This is an optimization exercise on Yosys and OpenROAD, whose aim is small area and a short achievable clock period, not a production implementation. Where RTL was checked, it was by simulation tests only, not by an equivalence proof against the original. No activity file was given, so power comes from the tool's default toggle rates.

==> module tawas, before the edit <==
module tawas
(
  input  logic                      clk,
  input  logic                      reset,
  output logic [24-1:0]    iaddr,
  input  logic [31:0]               idata,
  output logic [31:0]               daddr,
  output logic                      dcs,
  output logic                      dwr,
  output logic [31:0]               dout,
  input  logic [31:0]               din,
  output logic [4-1:0] halted
);
  localparam int PW = 24;
  logic [1:0] slice;
  logic [1:0] dec_slice;
  logic       dec_vld;
  logic [255:0] bank0, bank1, bank2, bank3;
  logic [7:0]   vld0, vld1, vld2, vld3;      
  logic         z0, z1, z2, z3;
  logic [PW-1:0] pc0, pc1, pc2, pc3;
  logic [3:0]  op;
  logic [2:0]  rd, ra, rb;
  logic [15:0] imm;
  assign op  = idata[31:28];
  assign rd  = idata[27:25];
  assign ra  = idata[24:22];
  assign rb  = idata[21:19];
  assign imm = idata[15:0];
  logic [31:0] ra_data, rb_data;
  assign ra_data = bank0[{ra, 5'd0} +: 32] & {32{vld0[ra]}};
  assign rb_data = bank0[{rb, 5'd0} +: 32] & {32{vld0[rb]}};
  logic d_ldi, d_add, d_sub, d_and, d_or, d_xor, d_shl, d_ld, d_st, d_halt, d_taken;
  assign d_ldi  = dec_vld && (op == 4'd1);
  assign d_add  = dec_vld && (op == 4'd2);
  assign d_sub  = dec_vld && (op == 4'd3);
  assign d_and  = dec_vld && (op == 4'd4);
  assign d_or   = dec_vld && (op == 4'd5);
  assign d_xor  = dec_vld && (op == 4'd6);
  assign d_shl  = dec_vld && (op == 4'd7);
  assign d_ld   = dec_vld && (op == 4'd8);
  assign d_st   = dec_vld && (op == 4'd9);
  assign d_halt = dec_vld && (op == 4'd12);
  assign d_taken = dec_vld && (((op == 4'd10) && z0) || ((op == 4'd11) && !z0));
  logic        e_ldi, e_arith, e_sub, e_and, e_or, e_xor, e_shl, e_ld, e_st;
  logic        e_br, e_adv;
  logic [2:0]  e_rd;
  logic [31:0] e_a, e_b;    
  logic [15:0] e_imm;
  always_ff @(posedge clk) begin
    if (reset) begin
      slice     <= 2'd0;
      dec_slice <= 2'd0;
      dec_vld   <= 1'b0;
      halted    <= '0;
      e_ldi     <= 1'b0;
      e_arith   <= 1'b0;
      e_and     <= 1'b0;
      e_or      <= 1'b0;
      e_xor     <= 1'b0;
      e_shl     <= 1'b0;
      e_ld      <= 1'b0;
      e_st      <= 1'b0;
      e_br      <= 1'b0;
      e_adv     <= 1'b0;
    end else begin
      slice     <= slice + 2'd1;
      dec_slice <= slice;
      dec_vld   <= !halted[slice];
      if (d_halt) halted[dec_slice] <= 1'b1;
      e_ldi     <= d_ldi;
      e_arith   <= d_add || d_sub;
      e_and     <= d_and;
      e_or      <= d_or;
      e_xor     <= d_xor;
      e_shl     <= d_shl;
      e_ld      <= d_ld;
      e_st      <= d_st;
      e_br      <= d_taken;
      e_adv     <= dec_vld && !d_halt && !d_taken;
    end
  end
  always_ff @(posedge clk) begin
    e_sub <= (op == 4'd3);
    e_rd  <= rd;
    e_a   <= ra_data;
    e_b   <= rb_data ^ {32{op == 4'd3}};
    e_imm <= imm;
  end
  logic [31:0] e_simm;
  assign e_simm = {{16{e_imm[15]}}, e_imm};
  assign dcs   = e_ld || e_st;
  assign dwr   = e_st;
  assign daddr = e_a + e_simm;
  assign dout  = e_b;
  logic [32:0] sum_x;
  logic [31:0] result;
  assign sum_x = {e_a, 1'b1} + {e_b, e_sub};
  always_comb begin
    result = '0;
    if (e_arith) result = result | sum_x[32:1];
    if (e_and)   result = result | (e_a & e_b);
    if (e_or)    result = result | (e_a | e_b);
    if (e_xor)   result = result | (e_a ^ e_b);
    if (e_shl)   result = result | (e_a << e_b[4:0]);
    if (e_ldi)   result = result | e_simm;
  end
  logic        w_we, w_ld, w_z;
  logic [2:0]  w_rd;
  logic [31:0] w_res;
  always_ff @(posedge clk) begin
    if (reset) begin
      w_we <= 1'b0;
      w_ld <= 1'b0;
      w_z  <= 1'b0;
    end else begin
      w_we <= e_ldi || e_arith || e_and || e_or || e_xor || e_shl || e_ld;
      w_ld <= e_ld;
      w_z  <= e_arith || e_and || e_or || e_xor || e_shl;
    end
  end
  always_ff @(posedge clk) begin
    w_rd  <= e_rd;
    w_res <= result;
  end
  logic [31:0] wdata;
  assign wdata = w_ld ? din : w_res;
  always_ff @(posedge clk) begin
    bank0 <= bank3;
    bank1 <= bank0;
    bank2 <= bank1;
    for (int r = 0; r < 8; r++) begin
      bank3[r*32 +: 32] <= (w_we && (w_rd == 3'(r))) ? wdata : bank2[r*32 +: 32];
    end
  end
  always_ff @(posedge clk) begin
    if (reset) begin
      vld0 <= '0;
      vld1 <= '0;
      vld2 <= '0;
      vld3 <= '0;
      z0   <= 1'b0;
      z1   <= 1'b0;
      z2   <= 1'b0;
      z3   <= 1'b0;
    end else begin
      vld0 <= vld3;
      vld1 <= vld0;
      vld2 <= vld1;
      for (int r = 0; r < 8; r++) begin
        vld3[r] <= vld2[r] || (w_we && (w_rd == 3'(r)));
      end
      z0 <= z3;
      z1 <= z0;
      z2 <= z1;
      z3 <= w_z ? (w_res == 32'd0) : z2;
    end
  end
  always_ff @(posedge clk) begin
    if (reset) begin
      pc0 <= PW'(0);
      pc1 <= PW'(3 * 64);
      pc2 <= PW'(2 * 64);
      pc3 <= PW'(1 * 64);
    end else begin
      pc0 <= pc3;
      pc1 <= pc0;
      pc2 <= pc1;
      pc3 <= pc2 + (e_br ? {{(PW-16){e_imm[15]}}, e_imm} : {{(PW-1){1'b0}}, e_adv});
    end
  end
  assign iaddr = pc0;
endmodule
make LEC_CHECK=0 CAP_MARGIN=20 CORE_MARGIN=2 CORE_UTILIZATION=40 SLEW_MARGIN=20 finish   # period 10.0 ns
run.sh (not shown) runs the stock make flow with config.mk's settings and CLKGATE_MAP_FILE= SYNTH_SCRIPT=/design/flow/synth_recipe.tcl, a recipe that flattens the netlist after the stock synthesis.
Edit:
--- a/flow/design.v
+++ b/flow/design.v
@@ -50,7 +50,7 @@
   logic [1:0] dec_slice;
   logic       dec_vld;
   logic [255:0] bank0, bank1, bank2, bank3;
-  logic [7:0]   vld0, vld1, vld2, vld3;      
+  logic [2:0]   clr;                         
   logic         z0, z1, z2, z3;
   logic [PW-1:0] pc0, pc1, pc2, pc3;
   logic [3:0]  op;
@@ -62,8 +62,10 @@
   assign rb  = idata[21:19];
   assign imm = idata[15:0];
   logic [31:0] ra_data, rb_data;
-  assign ra_data = bank0[{ra, 5'd0} +: 32] & {32{vld0[ra]}};
-  assign rb_data = bank0[{rb, 5'd0} +: 32] & {32{vld0[rb]}};
+  assign ra_data = bank0[{ra, 5'd0} +: 32];
+  assign rb_data = bank0[{rb, 5'd0} +: 32];
+  logic [16:0] d_alo;
+  assign d_alo = {1'b0, ra_data[15:0]} + {1'b0, imm};
   logic d_ldi, d_add, d_sub, d_and, d_or, d_xor, d_shl, d_ld, d_st, d_halt, d_taken;
   assign d_ldi  = dec_vld && (op == 4'd1);
   assign d_add  = dec_vld && (op == 4'd2);
@@ -81,6 +83,8 @@
   logic [2:0]  e_rd;
   logic [31:0] e_a, e_b;    
   logic [15:0] e_imm;
+  logic [15:0] e_alo, e_ahp, e_ahm;
+  logic        e_ac;
   always_ff @(posedge clk) begin
     if (reset) begin
       slice     <= 2'd0;
@@ -120,12 +124,16 @@
     e_a   <= ra_data;
     e_b   <= rb_data ^ {32{op == 4'd3}};
     e_imm <= imm;
+    e_alo <= d_alo[15:0];
+    e_ac  <= d_alo[16];
+    e_ahp <= ra_data[31:16] + 16'd1;
+    e_ahm <= ra_data[31:16] - 16'd1;
   end
   logic [31:0] e_simm;
   assign e_simm = {{16{e_imm[15]}}, e_imm};
   assign dcs   = e_ld || e_st;
   assign dwr   = e_st;
-  assign daddr = e_a + e_simm;
+  assign daddr = {(e_imm[15] == e_ac) ? e_a[31:16] : (e_ac ? e_ahp : e_ahm), e_alo};
   assign dout  = e_b;
   logic [32:0] sum_x;
   logic [31:0] result;
@@ -159,31 +167,28 @@
   end
   logic [31:0] wdata;
   assign wdata = w_ld ? din : w_res;
+  logic clearing;
+  assign clearing = reset || clr[0];
   always_ff @(posedge clk) begin
     bank0 <= bank3;
     bank1 <= bank0;
     bank2 <= bank1;
     for (int r = 0; r < 8; r++) begin
-      bank3[r*32 +: 32] <= (w_we && (w_rd == 3'(r))) ? wdata : bank2[r*32 +: 32];
-    end
-  end
-  always_ff @(posedge clk) begin
-    if (reset) begin
-      vld0 <= '0;
-      vld1 <= '0;
-      vld2 <= '0;
-      vld3 <= '0;
+      if (w_we && !reset && (w_rd == 3'(r)))
+        bank3[r*32 +: 32] <= wdata;
+      else
+        bank3[r*32 +: 32] <= bank2[r*32 +: 32] & {32{!clearing}};
+    end
+  end
+  always_ff @(posedge clk) begin
+    if (reset) begin
+      clr  <= 3'b111;
       z0   <= 1'b0;
       z1   <= 1'b0;
       z2   <= 1'b0;
       z3   <= 1'b0;
     end else begin
-      vld0 <= vld3;
-      vld1 <= vld0;
-      vld2 <= vld1;
-      for (int r = 0; r < 8; r++) begin
-        vld3[r] <= vld2[r] || (w_we && (w_rd == 3'(r)));
-      end
+      clr  <= {1'b0, clr[2:1]};
       z0 <= z3;
       z1 <= z0;
       z2 <= z1;
What happened: Synthesized area hardly moves; power fell by a few percent; non-clock buffer count went down by 2; hold slack gets worse by 0.0048 ns; synthesized cell count drops by a few percent; wire length goes up by a few percent; die area is about the same; global-route usage went up by 0.33 points; combinational power fell by a quarter to a third; core utilization falls by 0.23 points; cell count falls slightly.

== try-pepper ==
tawas, a different RTL version from the one above (not shown whole).
For scale: roughly 160 I/O pins, ~42000 µm² of cells after synthesis.
Design tawas, start of the top module:
module tawas
(
  input  logic                      clk,
  input  logic                      reset,
  output logic [24-1:0]    iaddr,
  input  logic [31:0]               idata,
  output logic [31:0]               daddr,
  output logic                      dcs,
  output logic                      dwr,
  output logic [31:0]               dout,
  input  logic [31:0]               din,
  output logic [4-1:0] halted
);
==> module tawas_agen, before the edit <==
module tawas_agen
(
  input  logic [31:0] a,
  input  logic [15:0] imm,
  output logic [15:0] lo,
  output logic        c16,
  output logic [15:0] hi0,
  output logic [15:0] hi1
);
  logic [15:0] a_hi, a_inc, a_dec;
  assign {c16, lo} = {1'b0, a[15:0]} + {1'b0, imm};
  assign a_hi  = a[31:16];
  assign a_inc = a_hi + 16'd1;
  assign a_dec = a_hi - 16'd1;
  assign hi0   = imm[15] ? a_dec : a_hi;
  assign hi1   = imm[15] ? a_hi : a_inc;
endmodule
==> module tawas, before the edit <==
module tawas
(
  input  logic                      clk,
  input  logic                      reset,
  output logic [24-1:0]    iaddr,
  input  logic [31:0]               idata,
  output logic [31:0]               daddr,
  output logic                      dcs,
  output logic                      dwr,
  output logic [31:0]               dout,
  input  logic [31:0]               din,
  output logic [4-1:0] halted
);
  localparam int PW = 24;
  logic [1:0] slice;
  logic [1:0] dec_slice;
  logic       dec_vld;
  logic [255:0] bank0, bank1, bank2, bank3;
  logic [2:0]   clr;                         
  logic         z0, z1, z2, z3;
  logic [PW-1:0] pc0, pc1, pc2, pc3;
  logic [3:0]  op;
  logic [2:0]  rd, ra, rb;
  logic [15:0] imm;
  assign op  = idata[31:28];
  assign rd  = idata[27:25];
  assign ra  = idata[24:22];
  assign rb  = idata[21:19];
  assign imm = idata[15:0];
  logic [31:0] ra_data, rb_data;
  logic [7:0] ra_oh, rb_oh;
  tawas_rdsel rdsel_a (.sel(ra), .onehot(ra_oh));
  tawas_rdsel rdsel_b (.sel(rb), .onehot(rb_oh));
  tawas_rdmux rdmux_a (.bank(bank0), .onehot(ra_oh), .q(ra_data));
  tawas_rdmux rdmux_b (.bank(bank0), .onehot(rb_oh), .q(rb_data));
  logic [15:0] d_lo, d_hi0, d_hi1;
  logic        d_c16;
  tawas_agen agen (.a(ra_data), .imm(imm), .lo(d_lo), .c16(d_c16), .hi0(d_hi0), .hi1(d_hi1));
  logic [PW-1:0] d_pc_next;
  always_comb begin
    if (d_taken)
      d_pc_next = pc1 + {{(PW-16){imm[15]}}, imm};
    else if (dec_vld && !d_halt)
      d_pc_next = pc1 + PW'(1);
    else
      d_pc_next = pc1;
  end
  logic d_ldi, d_add, d_sub, d_and, d_or, d_xor, d_shl, d_ld, d_st, d_halt, d_taken;
  assign d_ldi  = dec_vld && (op == 4'd1);
  assign d_add  = dec_vld && (op == 4'd2);
  assign d_sub  = dec_vld && (op == 4'd3);
  assign d_and  = dec_vld && (op == 4'd4);
  assign d_or   = dec_vld && (op == 4'd5);
  assign d_xor  = dec_vld && (op == 4'd6);
  assign d_shl  = dec_vld && (op == 4'd7);
  assign d_ld   = dec_vld && (op == 4'd8);
  assign d_st   = dec_vld && (op == 4'd9);
  assign d_halt = dec_vld && (op == 4'd12);
  assign d_taken = dec_vld && (((op == 4'd10) && z0) || ((op == 4'd11) && !z0));
  logic        e_ldi, e_arith, e_sub, e_and, e_or, e_xor, e_shl, e_ld, e_st;
  logic [2:0]  e_rd;
  logic [31:0] e_a, e_b;    
  logic [15:0] e_dlo, e_dhi0, e_dhi1;
  logic        e_dc16;
  always_ff @(posedge clk) begin
    if (reset) begin
      slice     <= 2'd0;
      dec_slice <= 2'd0;
      dec_vld   <= 1'b0;
      halted    <= '0;
      e_ldi     <= 1'b0;
      e_arith   <= 1'b0;
      e_and     <= 1'b0;
      e_or      <= 1'b0;
      e_xor     <= 1'b0;
      e_shl     <= 1'b0;
      e_ld      <= 1'b0;
      e_st      <= 1'b0;
    end else begin
      slice     <= slice + 2'd1;
      dec_slice <= slice;
      dec_vld   <= !halted[slice];
      if (d_halt) halted[dec_slice] <= 1'b1;
      e_ldi     <= d_ldi;
      e_arith   <= d_add || d_sub;
      e_and     <= d_and;
      e_or      <= d_or;
      e_xor     <= d_xor;
      e_shl     <= d_shl;
      e_ld      <= d_ld;
      e_st      <= d_st;
    end
  end
  always_ff @(posedge clk) begin
    e_sub  <= (op == 4'd3);
    e_rd   <= rd;
    e_a    <= ra_data;
    e_b    <= (op == 4'd1) ? {{16{imm[15]}}, imm} : (rb_data ^ {32{op == 4'd3}});
    e_dlo  <= d_lo;
    e_dc16 <= d_c16;
    e_dhi0 <= d_hi0;
    e_dhi1 <= d_hi1;
  end
  assign dcs   = e_ld || e_st;
  assign dwr   = e_st;
  assign daddr = {e_dc16 ? e_dhi1 : e_dhi0, e_dlo};
  assign dout  = e_b;
  logic [31:0] result;
  tawas_alu alu (
    .a(e_a), .b(e_b), .sub(e_sub), .arith(e_arith), .op_and(e_and), .op_or(e_or),
    .op_xor(e_xor), .op_shl(e_shl), .op_ldi(e_ldi), .result(result)
  );
  logic        w_we, w_ld, w_z;
  logic [2:0]  w_rd;
  logic [31:0] w_res;
  always_ff @(posedge clk) begin
    if (reset) begin
      w_we <= 1'b0;
      w_ld <= 1'b0;
      w_z  <= 1'b0;
    end else begin
      w_we <= e_ldi || e_arith || e_and || e_or || e_xor || e_shl || e_ld;
      w_ld <= e_ld;
      w_z  <= e_arith || e_and || e_or || e_xor || e_shl;
    end
  end
  always_ff @(posedge clk) begin
    w_rd   <= e_rd;
    w_res  <= result;
  end
  logic [31:0] wdata;
  assign wdata = w_ld ? din : w_res;
  logic clearing;
  assign clearing = reset || clr[0];
  always_ff @(posedge clk) begin
    bank0 <= bank3;
    bank1 <= bank0;
    bank2 <= bank1;
    for (int r = 0; r < 8; r++) begin
      if (w_we && !reset && (w_rd == 3'(r)))
        bank3[r*32 +: 32] <= wdata;
      else
        bank3[r*32 +: 32] <= bank2[r*32 +: 32] & {32{!clearing}};
    end
  end
  always_ff @(posedge clk) begin
    if (reset) begin
      clr  <= 3'b111;
      z0   <= 1'b0;
      z1   <= 1'b0;
      z2   <= 1'b0;
      z3   <= 1'b0;
    end else begin
      clr  <= {1'b0, clr[2:1]};
      z0 <= z3;
      z1 <= z0;
      z2 <= z1;
      z3 <= w_z ? (w_res == 32'd0) : z2;
    end
  end
  always_ff @(posedge clk) begin
    if (reset) begin
      pc0 <= PW'(0);
      pc1 <= PW'(3 * 64);
      pc2 <= PW'(2 * 64);
      pc3 <= PW'(1 * 64);
    end else begin
      pc0 <= pc3;
      pc1 <= pc0;
      pc2 <= d_pc_next;
      pc3 <= pc2;
    end
  end
  assign iaddr = pc0;
endmodule
export LEC_CHECK = 0
export CAP_MARGIN = 20
export CORE_MARGIN = 2
export CORE_UTILIZATION = 40
export SLEW_MARGIN = 20
export SYNTH_HIERARCHICAL = 1
export SYNTH_MINIMUM_KEEP_SIZE = 0
create_clock -name core_clock -period 10.0 [get_ports {clk}]
standard.sh (not shown) runs the stock make flow with config.mk's settings and CLKGATE_MAP_FILE= SYNTH_SCRIPT=/design/flow/synth_recipe.tcl, a recipe that flattens the netlist after the stock synthesis.
==> flow/flow/run.sh <==
#!/bin/bash
set -euo pipefail
export BUFFER_PORTS_ARGS="-buffer_cell sky130_fd_sc_hd__buf_2"
export SETUP_SLACK_MARGIN=6.3
export CTS_ARGS="-sink_clustering_enable -repair_clock_nets -dont_use_dummy_load -sink_clustering_size 30 -sink_clustering_max_diameter 60"
bash standard.sh > standard_flow.log 2>&1
For try-sierra, these inputs were changed with respect to try-pepper:
--- a/flow/design.v
+++ b/flow/design.v
@@ -53,4 +53,20 @@
   end
 endmodule
+module tawas_wrsel
+(
+  input  logic       we,
+  input  logic [2:0] rd,
+  input  logic       reset,
+  input  logic       clearing,
+  output logic [7:0] take,
+  output logic [7:0] keep
+);
+  always_comb begin
+    for (int r = 0; r < 8; r++) begin
+      take[r] = we && !reset && (rd == 3'(r));
+      keep[r] = !take[r] && !clearing;
+    end
+  end
+endmodule
 module tawas_alu
 (
@@ -83,15 +99,13 @@
   input  logic [15:0] imm,
   output logic [15:0] lo,
-  output logic        c16,
-  output logic [15:0] hi0,
-  output logic [15:0] hi1
-);
-  logic [15:0] a_hi, a_inc, a_dec;
+  output logic        use_hx,
+  output logic [15:0] hx
+);
+  logic        c16;
+  logic [15:0] a_hi;
   assign {c16, lo} = {1'b0, a[15:0]} + {1'b0, imm};
-  assign a_hi  = a[31:16];
-  assign a_inc = a_hi + 16'd1;
-  assign a_dec = a_hi - 16'd1;
-  assign hi0   = imm[15] ? a_dec : a_hi;
-  assign hi1   = imm[15] ? a_hi : a_inc;
+  assign use_hx    = c16 ^ imm[15];
+  assign a_hi      = a[31:16];
+  assign hx        = imm[15] ? a_hi - 16'd1 : a_hi + 16'd1;
 endmodule
 module tawas
@@ -130,7 +144,7 @@
   tawas_rdmux rdmux_a (.bank(bank0), .onehot(ra_oh), .q(ra_data));
   tawas_rdmux rdmux_b (.bank(bank0), .onehot(rb_oh), .q(rb_data));
-  logic [15:0] d_lo, d_hi0, d_hi1;
-  logic        d_c16;
-  tawas_agen agen (.a(ra_data), .imm(imm), .lo(d_lo), .c16(d_c16), .hi0(d_hi0), .hi1(d_hi1));
+  logic [15:0] d_lo, d_hx;
+  logic        d_use_hx;
+  tawas_agen agen (.a(ra_data), .imm(imm), .lo(d_lo), .use_hx(d_use_hx), .hx(d_hx));
   logic [PW-1:0] d_pc_next;
   always_comb begin
@@ -157,6 +171,6 @@
   logic [2:0]  e_rd;
   logic [31:0] e_a, e_b;    
-  logic [15:0] e_dlo, e_dhi0, e_dhi1;
-  logic        e_dc16;
+  logic [15:0] e_dlo, e_dhx;
+  logic        e_duse_hx;
   always_ff @(posedge clk) begin
     if (reset) begin
@@ -194,11 +208,10 @@
     e_b    <= (op == 4'd1) ? {{16{imm[15]}}, imm} : (rb_data ^ {32{op == 4'd3}});
     e_dlo  <= d_lo;
-    e_dc16 <= d_c16;
-    e_dhi0 <= d_hi0;
-    e_dhi1 <= d_hi1;
+    e_duse_hx <= d_use_hx;
+    e_dhx  <= d_hx;
   end
   assign dcs   = e_ld || e_st;
   assign dwr   = e_st;
-  assign daddr = {e_dc16 ? e_dhi1 : e_dhi0, e_dlo};
+  assign daddr = {e_duse_hx ? e_dhx : e_a[31:16], e_dlo};
   assign dout  = e_b;
   logic [31:0] result;
@@ -229,4 +242,8 @@
   logic clearing;
   assign clearing = reset || clr[0];
+  logic [7:0] w_take, w_keep;
+  tawas_wrsel wrsel (
+    .we(w_we), .rd(w_rd), .reset(reset), .clearing(clearing), .take(w_take), .keep(w_keep)
+  );
   always_ff @(posedge clk) begin
     bank0 <= bank3;
@@ -234,8 +251,5 @@
     bank2 <= bank1;
     for (int r = 0; r < 8; r++) begin
-      if (w_we && !reset && (w_rd == 3'(r)))
-        bank3[r*32 +: 32] <= wdata;
-      else
-        bank3[r*32 +: 32] <= bank2[r*32 +: 32] & {32{!clearing}};
+      bank3[r*32 +: 32] <= (wdata & {32{w_take[r]}}) | (bank2[r*32 +: 32] & {32{w_keep[r]}});
     end
   end
--- outcome ---
- Compared with try-pepper, try-sierra shows a lower placed instance area.
- Compared with try-pepper, try-sierra shows a area growth from synthesis to layout that is 3.3 points higher.
- try-sierra ended up with a higher number of buffers other than clock buffers in the final layout than try-pepper did.
- In try-sierra, the worst-margin pin slew came out 0.17 ns above the value in try-pepper.
- Compared to try-pepper, try-sierra has arrival time of data at the critical path endpoint 0.12 ns higher.
- Taking try-pepper as the reference, in try-sierra final net count lower; wire length grew by 4.9%.
- Max sequential share of layout area across try-sierra and try-pepper: try-pepper
- Run comparison: try-sierra start point of the critical path idata[23]; try-pepper start point of the critical path idata[24]
- In try-sierra relative to try-pepper, final sequential cell count had gone down slightly.
- Changes observed in try-sierra relative to try-pepper: sum of negative setup slack closely matched the old numbers, combinational fraction of design power saw an increase.
- Going from try-pepper to try-sierra, design area grew slightly.
- From try-pepper to try-sierra the numbers moved as follows: instance count of the mapped netlist went down by about 7%, sequential cell area -320 µm².
No functional check of the RTL was part of try-sierra.

re-timing with driven ports:
How much do the figures lean on ideal ports? The routed layouts below were timed once more, with nothing changed but the port constraints.
Step 1, drivers: a clkbuf_16 drives clk and a buf_2 each remaining input, both assumed.
Step 2, shift: input delay + t, output delay - t, t = (earliest + latest rising clock arrival at the registers) / 2. This alone moves slack from input paths to output paths.
Slacks: ideal / step 1 / step 2; pairs: ideal / step 1.
run | t, ns | setup WS [ns] | slew at the worst register clock pin (ns)
the first run of note 1 | 0.768 | 3.508 / 3.439 / 4.207 | 0.08 / 0.08
the second run of note 1 | 0.754 | 4.112 / 4.044 / 3.732 | 0.07 / 0.07
try-pepper | 0.733 | 6.056 / 6.046 / 5.313 | 0.11 / 0.11
try-sierra | 0.717 | 5.939 / 5.941 / 5.225 | 0.11 / 0.11
After both steps every run listed still meets setup and hold. The setup slack of try-pepper, which loses most, moves by -0.010 ns with the drivers and by -0.743 ns with both steps.
